What follows belongs to an exercise in optimizing a design on an open flow for small area and a short achievable clock period; a production flow would make more cautious choices.
In this exercise RTL edits were held to simulation tests only and were not proved equivalent to the original.
Power figures rest on the tool's default switching activity, not on a simulated workload.

==> flow/design.v (excerpt) <==
module param_fifo
#(
    parameter int unsigned DATA_W   = param_fifo_pkg::DEF_DATA_W,
    parameter int unsigned DEPTH    = param_fifo_pkg::DEF_DEPTH,
    parameter int unsigned AF_LEVEL = DEPTH - param_fifo_pkg::DEF_AF_MARGIN,
    parameter int unsigned AE_LEVEL = param_fifo_pkg::DEF_AE_LEVEL,
    localparam int unsigned AW      = param_fifo_pkg::clog2(DEPTH),
    localparam int unsigned CW      = AW + 1,
    localparam int unsigned LW      = AW / 2,
    localparam int unsigned HW      = AW - LW
) (
    input  logic              clk,
    input  logic              rst,
    input  logic              clear,
    input  logic              wr_en,
    input  logic [DATA_W-1:0] wr_data,
    input  logic              rd_en,
    output logic [DATA_W-1:0] rd_data,
    output logic              rd_valid,
    output logic              full,
    output logic              empty,
    output logic              almost_full,
    output logic              almost_empty,
    output logic [CW-1:0]     count,
    output logic              overflow,
    output logic              underflow
);
Size in the first run: roughly 3600 cells after synthesis, ~37 I/O pins, roughly 0.074 mm2 of cells after synthesis.
export LEC_CHECK = 0
export CAP_MARGIN = 20
export CELL_PAD_IN_SITES_DETAIL_PLACEMENT = 1
export CELL_PAD_IN_SITES_GLOBAL_PLACEMENT = 1
export CORE_MARGIN = 2
export CORE_UTILIZATION = 40
export CTS_CLUSTER_DIAMETER = 100
export CTS_CLUSTER_SIZE = 25
export SETUP_SLACK_MARGIN = 2.8
export SLEW_MARGIN = 20
export SYNTH_HIERARCHICAL = 1
export SYNTH_MINIMUM_KEEP_SIZE = 0
create_clock -name core_clock -period 5.0 [get_ports {clk}]
run.sh (not shown) runs the stock make flow with config.mk's settings and CLKGATE_MAP_FILE= SYNTH_SCRIPT=/design/flow/synth_recipe.tcl, a recipe that flattens the netlist after the stock synthesis.
Change:
CAP_MARGIN = 5   (was 20)
SLEW_MARGIN = 5   (was 20)
What happened:
- register-to-register slack barely changes
- setup slack barely changes
- synthesized cell count is unchanged
- count of clock-buffer cells in the layout is unchanged
- die area is unchanged
- final area hardly moves
- critical path depth does not change
- combinational power barely changes

========
Setup of maple:
Another version of the RTL of param_fifo (not shown whole).
Size: about 3700 cells after synthesis, roughly 2100 flip-flops, roughly 37 I/O pins, ~75000 µm² of cells after synthesis.
Design param_fifo, start of the top module:
module param_fifo
#(
    parameter int unsigned DATA_W   = param_fifo_pkg::DEF_DATA_W,
    parameter int unsigned DEPTH    = param_fifo_pkg::DEF_DEPTH,
    parameter int unsigned AF_LEVEL = DEPTH - param_fifo_pkg::DEF_AF_MARGIN,
    parameter int unsigned AE_LEVEL = param_fifo_pkg::DEF_AE_LEVEL,
    localparam int unsigned AW      = param_fifo_pkg::clog2(DEPTH),
    localparam int unsigned CW      = AW + 1,
    localparam int unsigned LW      = AW / 2,
    localparam int unsigned HW      = AW - LW
) (
    input  logic              clk,
    input  logic              rst,
    input  logic              clear,
    input  logic              wr_en,
    input  logic [DATA_W-1:0] wr_data,
    input  logic              rd_en,
    output logic [DATA_W-1:0] rd_data,
    output logic              rd_valid,
    output logic              full,
    output logic              empty,
    output logic              almost_full,
    output logic              almost_empty,
    output logic [CW-1:0]     count,
    output logic              overflow,
    output logic              underflow
);
    logic [CW-1:0]      count_q, count_d, count_inc, count_dec;
    logic [CW-1:0]      ncnt_q, cnt;
    logic               nfull_q, empty_q;
    logic [(1<<LW)-1:0] lo_q, lo_d, lo_cur;
    logic [(1<<LW)-1:0] lo2_q, lo2_d, lo2_cur;
    logic [(1<<HW)-1:0] hi_q, hi_d, hi_cur;
    logic               full_q, nempty_q, afull_q, naempty_q;
    logic               rd_valid_q, overflow_q, underflow_q;
    logic [DATA_W-1:0]  rd_data_q, rd_word;
  ...
export LEC_CHECK = 0
export CAP_MARGIN = 20
export CELL_PAD_IN_SITES_DETAIL_PLACEMENT = 1
export CELL_PAD_IN_SITES_GLOBAL_PLACEMENT = 1
export CORE_MARGIN = 2
export CORE_UTILIZATION = 40
export CTS_CLUSTER_DIAMETER = 100
export CTS_CLUSTER_SIZE = 25
export SETUP_SLACK_MARGIN = 2.7
export SLEW_MARGIN = 20
export SYNTH_HIERARCHICAL = 1
export SYNTH_MINIMUM_KEEP_SIZE = 0
create_clock -name core_clock -period 5.0 [get_ports {clk}]
The following lists how indigo was set up differently from maple:
--- a/flow/config.mk
+++ b/flow/config.mk
@@ -15 +15 @@
-export SETUP_SLACK_MARGIN = 2.7
+export SETUP_SLACK_MARGIN = 2.65
Notes after the runs:
Comparing indigo and maple, the higher aggregate routed wire length is on maple. When the final numbers for indigo and maple were put side by side, the number of ordinary and repair buffers in the finished layout turned out to be greater in maple. Final period demand of the worst path in indigo is 0.0084 ns lower than in maple. In the flow results for indigo and maple, the data-path buffer share of cell area in the final layout is smaller on indigo. Total global-route track usage sits lower in indigo than in maple.
diff inputs: indigo => fjord
--- a/flow/config.mk
+++ b/flow/config.mk
@@ -15 +15 @@
-export SETUP_SLACK_MARGIN = 2.65
+export SETUP_SLACK_MARGIN = 2.8
## What came out
The count of multi-input combinational gates was comparable across indigo and fjord. fjord vs indigo — post-layout total power rose 0.00028 W. Taking indigo as the reference, in fjord global-route usage higher; relative area change from synthesis to final layout higher; least setup slack across all paths after layout roughly the same. Summary of fjord over indigo: global routing usage on met2 has increased, utilization has increased. [compare] base=indigo new=fjord: static leakage power now sits higher, share of total power in sequential cells now sits lower. Route | fjord vs indigo | wire longer in fjord.

==> port drivers added, routing unchanged <==
The flow's constraints put no driver on any port. The routed layouts listed below were extracted and timed again, unchanged, in two steps. Step 1: set_driving_cell puts a clkbuf_16 on clk and a buf_2 on each other input, an assumption about the parent block. Step 2 adds t to the input delays and takes it off the output delays; t is the mean of the earliest and latest rising clock arrival at the registers after step 1. Input paths then give back, and output paths get back, about the clock's delay inside the block. Slacks: ideal / step 1 / step 2; pairs: ideal / step 1.
run	t (ns)	slack for setup (ns)	cell pins on the clock port's net
the first run of note 1	0.833	2.537 / 2.499 / 2.029	1
the second run of note 1	0.830	2.535 / 2.504 / 2.034	1
maple	0.827	2.609 / 2.531 / 1.963	1
indigo	0.825	2.618 / 2.538 / 1.920	1
fjord	0.830	2.619 / 2.538 / 2.090	1
After both steps setup and hold are still met in every run listed. For indigo, which loses most, drivers alone change the setup slack by -0.080 ns; drivers and shift together by -0.698 ns.
